Source: an optimization exercise on an open RTL-to-GDS flow (aim: small area, a short achievable clock period and few clock cycles per item). Production flows keep margins and buffers that such runs may drop.
In this exercise RTL edits were held to simulation tests only and were not proved equivalent to the original.

==> build 37 <==
## exec_unit
module exec_unit (
  input  wire                       clk,
  input  wire                       arst_n_i,
  input  wire                       valid_i,
  input  wire [31:0]                instr_i,
  input  wire [63:0]                src_a_i,
  input  wire [63:0]                src_b_i,
  output logic [63:0]               result_o,
  output logic                      done_o,
  output logic                      ready_o
);
  localparam int K      = exu_pkg::MUL_RADIX_BITS;
  localparam int NSTEP  = 64 / K;
  localparam int NSTEPW = 32 / K;
  localparam int CNT_W  = $clog2(NSTEP);
  exu_pkg::alu_ctl_t ctl_d, ctl_q;
  exu_pkg::mul_req_t mreq_d, mreq_q;
  exu_pkg::xlen_t    op_a_d, op_b_d, op_a_q, op_b_q;
  exu_pkg::xlen_t    alu_res;
  logic              is_mul;
  logic              accept, accept_mul;
  logic              alu_v_q;
  logic              mul_run_q, mul_fin_q;
  logic [CNT_W-1:0]  cnt_q;
  logic              last_step, last_low, keep_acc, ready_set;
  logic [65:0]       acc_s_q, acc_c_q, acc_s_d, acc_c_d;
  logic              acc_ci_q, acc_ci_d;
  logic [K-1:0]      prod_bits;
  exu_pkg::xlen_t    mul_high;
  exu_pkg::xlen_t    low_next;
  alu_op_decode alu_op_decode_inst (
    .instr_i   (instr_i),
    .src_a_i   (src_a_i),
    .src_b_i   (src_b_i),
    .ctl_o     (ctl_d),
    .is_mul_o  (is_mul),
    .mul_req_o (mreq_d),
    .op_a_o    (op_a_d),
    .op_b_o    (op_b_d)
  );
  assign accept     = valid_i & ready_o;
  assign accept_mul = accept & is_mul;
  always_ff @(posedge clk) begin
    if (ready_o) begin
      op_a_q <= op_a_d;
      op_b_q <= op_b_d;
      ctl_q  <= ctl_d;
      mreq_q <= mreq_d;
    end else begin
      op_b_q <= low_next;
    end
  end
  assign last_step = mul_run_q &&
                     (cnt_q == (mreq_q.word ? CNT_W'(NSTEPW - 1) : CNT_W'(NSTEP - 1)));
  assign last_low  = last_step & !mreq_q.take_high;
  assign keep_acc  = mul_run_q & !last_low;
  assign ready_set = mreq_q.take_high ? last_step :
                     (mul_run_q &&
                      (cnt_q == (mreq_q.word ? CNT_W'(NSTEPW - 2) : CNT_W'(NSTEP - 2))));
  shift_add_mul #(
    .K (K)
  ) shift_add_mul_inst (
  ...
Settings: LEC_CHECK=0, ABC_CLOCK_PERIOD_IN_PS=2500, CAP_MARGIN=20, CORE_MARGIN=10, CORE_UTILIZATION=40, PLACE_DENSITY=0.6, SETUP_SLACK_MARGIN=3.7, SLEW_MARGIN=20; clock period 6.5 ns.
run.sh (not shown) runs the stock make flow with config.mk's settings and CLKGATE_MAP_FILE= SYNTH_SCRIPT=/design/flow/synth_recipe.tcl, a recipe that flattens the netlist after the stock synthesis.
==> build 45: changes against build 37 <==
--- a/flow/design.v
+++ b/flow/design.v
@@ -55,13 +55,13 @@
 endpackage
 `default_nettype wire
 `default_nettype none
 package exu_pkg;
   localparam int XLEN = 64;
   typedef logic [XLEN-1:0] xlen_t;
-  localparam int MUL_RADIX_BITS = 8;
+  localparam int MUL_RADIX_BITS = 4;
   typedef struct packed {
     logic sel_sum;    
     logic clr_lsb;    
     logic sel_shr;    
     logic sel_shl;    
     logic sel_xor;
@@ -269,24 +269,27 @@
 module shift_add_mul #(
   parameter int K = exu_pkg::MUL_RADIX_BITS
 ) (
   input  wire exu_pkg::xlen_t    mcand_i,     
   input  wire [K-1:0]            mplier_i,    
   input  wire                    a_neg_i,
-  input  wire                    b_neg_i,
-  input  wire [65:0]                 acc_s_i,
-  input  wire [65:0]                 acc_c_i,
-  input  wire                    acc_ci_i,
-  output logic [65:0]                acc_s_o,
-  output logic [65:0]                acc_c_o,
-  output logic                   acc_ci_o,
+  input  wire                    neg_row_i,   
+  input  wire [65:0]             acc_s_i,
+  input  wire [65:0]             acc_c_i,
+  input  wire [K-1:0]            ret_s_i,
+  input  wire [K-1:0]            ret_c_i,
+  input  wire                    low_ci_i,
+  output logic [65:0]            acc_s_o,
+  output logic [65:0]            acc_c_o,
+  output logic [K-1:0]           ret_s_o,
+  output logic [K-1:0]           ret_c_o,
+  output logic                   low_ci_o,
   output logic [K-1:0]           prod_bits_o,  
   output exu_pkg::xlen_t         high_o        
 );
-  localparam int ACC_W = 66;
-  localparam int TW    = ACC_W + K;
+  localparam int TW = 66 + K;
   typedef logic [TW-1:0] vec_t;
   function automatic [TW-1:0] csa_s(input [TW-1:0] x, input [TW-1:0] y, input [TW-1:0] z);
     csa_s = x ^ y ^ z;
   endfunction
   function automatic [TW-1:0] csa_c(input [TW-1:0] x, input [TW-1:0] y, input [TW-1:0] z);
     csa_c = {((x & y) | (x & z) | (y & z)), 1'b0};
@@ -294,12 +297,13 @@
   vec_t row [K];
   vec_t xs, xc;
   always_comb begin
     for (int i = 0; i < K; i++) begin
       row[i] = vec_t'({!(mplier_i[i] & a_neg_i), mplier_i[i] ? mcand_i : 64'd0}) << i;
     end
+    row[K-1] = row[K-1] ^ (vec_t'({65{neg_row_i}}) << (K - 1));
   end
   generate
     if (K == 4) begin : g_tree4
       vec_t s1, c1, s2, c2, s3, c3;
       always_comb begin
         s1 = csa_s(vec_t'(acc_s_i), vec_t'(acc_c_i), row[0]);
@@ -331,24 +335,19 @@
         xs = csa_s(s7, c7, c6);
         xc = csa_c(s7, c7, c6);
       end
     end
   endgenerate
   always_comb begin
-    {acc_ci_o, prod_bits_o} = {1'b0, xs[K-1:0]} + {1'b0, xc[K-1:0]} + {{K{1'b0}}, acc_ci_i};
     acc_s_o = xs[TW-1:K];
     acc_c_o = xc[TW-1:K];
+    ret_s_o = xs[K-1:0];
+    ret_c_o = xc[K-1:0];
+    {low_ci_o, prod_bits_o} = {1'b0, ret_s_i} + {1'b0, ret_c_i} + {{K{1'b0}}, low_ci_i};
   end
-  exu_pkg::xlen_t fs, fc, corr;
-  always_comb begin
-    corr   = b_neg_i ? ~mcand_i : 64'd0;
-    fs     = acc_s_i[63:0] ^ acc_c_i[63:0] ^ corr;
-    fc     = {((acc_s_i[62:0] & acc_c_i[62:0]) | (acc_s_i[62:0] & corr[62:0]) |
-               (acc_c_i[62:0] & corr[62:0])), b_neg_i};
-    high_o = fs + fc + {63'd0, acc_ci_i};
-  end
+  assign high_o = acc_s_i[63:0] + acc_c_i[63:0] + {63'd0, low_ci_o};
 endmodule
 `default_nettype wire
 `default_nettype none
 module exec_unit (
   input  wire                       clk,
   input  wire                       arst_n_i,
@@ -367,18 +366,20 @@
   exu_pkg::alu_ctl_t ctl_d, ctl_q;
   exu_pkg::mul_req_t mreq_d, mreq_q;
   exu_pkg::xlen_t    op_a_d, op_b_d, op_a_q, op_b_q;
   exu_pkg::xlen_t    alu_res;
   logic              is_mul;
   logic              accept, accept_mul;
+  logic              busy_q;   
   logic              alu_v_q;
   logic              mul_run_q, mul_fin_q;
   logic [CNT_W-1:0]  cnt_q;
-  logic              last_step, last_low, keep_acc, ready_set;
+  logic              last_step;
   logic [65:0]       acc_s_q, acc_c_q, acc_s_d, acc_c_d;
-  logic              acc_ci_q, acc_ci_d;
+  logic [K-1:0]      ret_s_q, ret_c_q, ret_s_d, ret_c_d;
+  logic              low_ci_q, low_ci_d;
   logic [K-1:0]      prod_bits;
   exu_pkg::xlen_t    mul_high;
   exu_pkg::xlen_t    low_next;
   alu_op_decode alu_op_decode_inst (
     .instr_i   (instr_i),
     .src_a_i   (src_a_i),
@@ -386,95 +387,105 @@
     .ctl_o     (ctl_d),
     .is_mul_o  (is_mul),
     .mul_req_o (mreq_d),
     .op_a_o    (op_a_d),
     .op_b_o    (op_b_d)
   );
-  assign accept     = valid_i & ready_o;
+  assign accept     = valid_i & !busy_q;
   assign accept_mul = accept & is_mul;
   always_ff @(posedge clk) begin
-    if (ready_o) begin
+    if (!busy_q) begin
       op_a_q <= op_a_d;
       op_b_q <= op_b_d;
       ctl_q  <= ctl_d;
       mreq_q <= mreq_d;
     end else begin
       op_b_q <= low_next;
     end
   end
   assign last_step = mul_run_q &&
                      (cnt_q == (mreq_q.word ? CNT_W'(NSTEPW - 1) : CNT_W'(NSTEP - 1)));
-  assign last_low  = last_step & !mreq_q.take_high;
-  assign keep_acc  = mul_run_q & !last_low;
-  assign ready_set = mreq_q.take_high ? last_step :
-                     (mul_run_q &&
-                      (cnt_q == (mreq_q.word ? CNT_W'(NSTEPW - 2) : CNT_W'(NSTEP - 2))));
   shift_add_mul #(
     .K (K)
   ) shift_add_mul_inst (
     .mcand_i     (op_a_q),
     .mplier_i    (op_b_q[K-1:0]),
     .a_neg_i     (mreq_q.a_neg),
-    .b_neg_i     (mreq_q.b_neg),
+    .neg_row_i   (last_step & mreq_q.b_neg),
     .acc_s_i     (acc_s_q),
     .acc_c_i     (acc_c_q),
-    .acc_ci_i    (acc_ci_q),
+    .ret_s_i     (ret_s_q),
+    .ret_c_i     (ret_c_q),
+    .low_ci_i    (low_ci_q),
     .acc_s_o     (acc_s_d),
     .acc_c_o     (acc_c_d),
-    .acc_ci_o    (acc_ci_d),
+    .ret_s_o     (ret_s_d),
+    .ret_c_o     (ret_c_d),
+    .low_ci_o    (low_ci_d),
     .prod_bits_o (prod_bits),
     .high_o      (mul_high)
   );
   assign low_next = {prod_bits, op_b_q[63:K]};
   always_ff @(posedge clk) begin
-    if (keep_acc) begin
+    if (mul_run_q) begin
       acc_s_q  <= acc_s_d;
       acc_c_q  <= acc_c_d;
-      acc_ci_q <= acc_ci_d;
+      ret_s_q  <= ret_s_d;
+      ret_c_q  <= ret_c_d;
+      low_ci_q <= low_ci_d;
     end else begin
-      acc_s_q  <= 66'd1 << 64;   
+      acc_s_q  <= {2'b01, mreq_d.b_neg, 63'd0};
       acc_c_q  <= '0;
-      acc_ci_q <= 1'b0;
+      ret_s_q  <= '0;
+      ret_c_q  <= '0;
+      low_ci_q <= 1'b0;
     end
     cnt_q <= accept_mul ? '0 : cnt_q + 1'b1;
   end
   always_ff @(posedge clk or negedge arst_n_i) begin
     if (!arst_n_i) begin
       mul_run_q <= 1'b0;
       mul_fin_q <= 1'b0;
       ready_o   <= 1'b1;
+      busy_q    <= 1'b0;
     end else begin
       mul_run_q <= accept_mul | (mul_run_q & !last_step);
-      mul_fin_q <= last_step & mreq_q.take_high;
+      mul_fin_q <= last_step;
       if (accept_mul) begin
         ready_o <= 1'b0;
-      end else if (ready_set) begin
+        busy_q  <= 1'b1;
+      end else if (last_step) begin
         ready_o <= 1'b1;
+        busy_q  <= 1'b0;
       end
     end
   end
   int_alu int_alu_inst (
     .ctl_i    (ctl_q),
     .op_a_i   (op_a_q),
     .op_b_i   (op_b_q),
     .result_o (alu_res)
   );
   always_ff @(posedge clk) begin
     if (mul_fin_q) begin
-      result_o <= mul_high;
-    end else if (last_low) begin
-      result_o <= mreq_q.word ? {{32{low_next[63]}}, low_next[63:32]} : low_next;
+      if (mreq_q.take_high) begin
+        result_o <= mul_high;
+      end else if (mreq_q.word) begin
+        result_o <= {{32{low_next[63]}}, low_next[63:32]};
+      end else begin
+        result_o <= low_next;
+      end
     end else begin
       result_o <= alu_res;
     end
   end
   always_ff @(posedge clk or negedge arst_n_i) begin
     if (!arst_n_i) begin
       alu_v_q <= 1'b0;
       done_o  <= 1'b0;
     end else begin
       alu_v_q <= accept & !is_mul;
-      done_o  <= alu_v_q | last_low | mul_fin_q;
+      done_o  <= alu_v_q | mul_fin_q;
     end
   end
 endmodule
 `default_nettype wire
- ABC_CLOCK_PERIOD_IN_PS: 2500 -> unset
- SETUP_SLACK_MARGIN: 3.7 -> 3.9
==> build 65: changes against build 37 <==
- ABC_CLOCK_PERIOD_IN_PS: 2500 -> unset
- CORE_UTILIZATION: 40 -> 30
- PLACE_DENSITY: 0.6 -> 0.5
- SETUP_SLACK_MARGIN: 3.7 -> unset
==> results.sh <==
export IMPL_synth_distinct_cells=91
export IMPL_yosys_top_cells_area="fa_1, dfxtp_1, inv_1, nand2_1, ha_1"
export IMPL_clkSinkCount=350
export IMPL_outcome="finished clean"
export IMPL_design_seq_count=350
export IMPL_start_util_pct=40.2
export IMPL_ys_seq_elements=350
export IMPL_p_comb_mw=5.48
(the above is from build 37)
==> results.sh <==
export IMPL_outcome="finished clean"
export IMPL_finalNetCount=6483
export IMPL_start_util_pct=30.1
export IMPL_multi_input_gates=3964
export IMPL_yosys_top_cells_area="fa_1, dfxtp_1, inv_1, nand2_1, ha_1"
export IMPL_synth_seq_area_share_pct=17.2
export IMPL_fin_util_pct=34.0
export IMPL_nNonClkInverters=828
export IMPL_p_comb_mw=4.21
export IMPL_synth_distinct_cells=91
export IMPL_synth_top_cell_by_area="fa_1"
export IMPL_clkSinkCount=350
export IMPL_ys_seq_elements=350
export IMPL_synthAdderAreaFrac_pct=31.2
export IMPL_layout_common_cells="inv_1, nand2_1, fa_1, nor2_1, a21oi_1"
export IMPL_design_seq_count=350
(the above is from build 65)
==> results.sh <==
export IMPL_outcome="finished clean"
export IMPL_yosys_top_cells_area="dfxtp_1, fa_1, nand2_1, ha_1, edfxtp_1"
export IMPL_p_comb_mw=2.80
export IMPL_clkSinkCount=357
export IMPL_netlist_instances=4640
export IMPL_core_region_area_sq_um=93600
export IMPL_grt_max_degree=94
export IMPL_design_seq_count=357
export IMPL_ys_seq_elements=357
export IMPL_start_util_pct=40.4
(the above is from build 45)
Testbench counts of build 37, summed over its fixed seeds: cycles 22,948, items 16,000.
Testbench counts of build 45, summed over its fixed seeds: cycles 30,688, items 16,000.
Testbench counts of build 65, summed over its fixed seeds: cycles 22,948, items 16,000.

-- afterwards: timing with drivers on the ports --
In the flow no input, the clock included, has a driving cell. The finished layouts below were timed again as built, in two steps.
Step 1 sets driving cells, clkbuf_16 on the clock port and buf_2 on the other inputs (assumed; they add their load-dependent delay and slew).
Step 2, shift: input delay + t, output delay - t, t = (earliest + latest rising clock arrival at the registers) / 2. This alone moves slack from input paths to output paths.
a / b / c = no drivers / after step 1 / after step 2; a / b = the first two.
run | t (ns) | setup slack, ns | worst setup path after step 2
build 37 | 0.728 | 1.565 / 1.565 / 1.565 | register to register
build 45 | 0.693 | 2.231 / 2.231 / 2.231 | register to register
build 65 | 0.738 | 0.908 / 0.908 / 0.908 | register to register
After both steps every run listed still meets setup and hold.
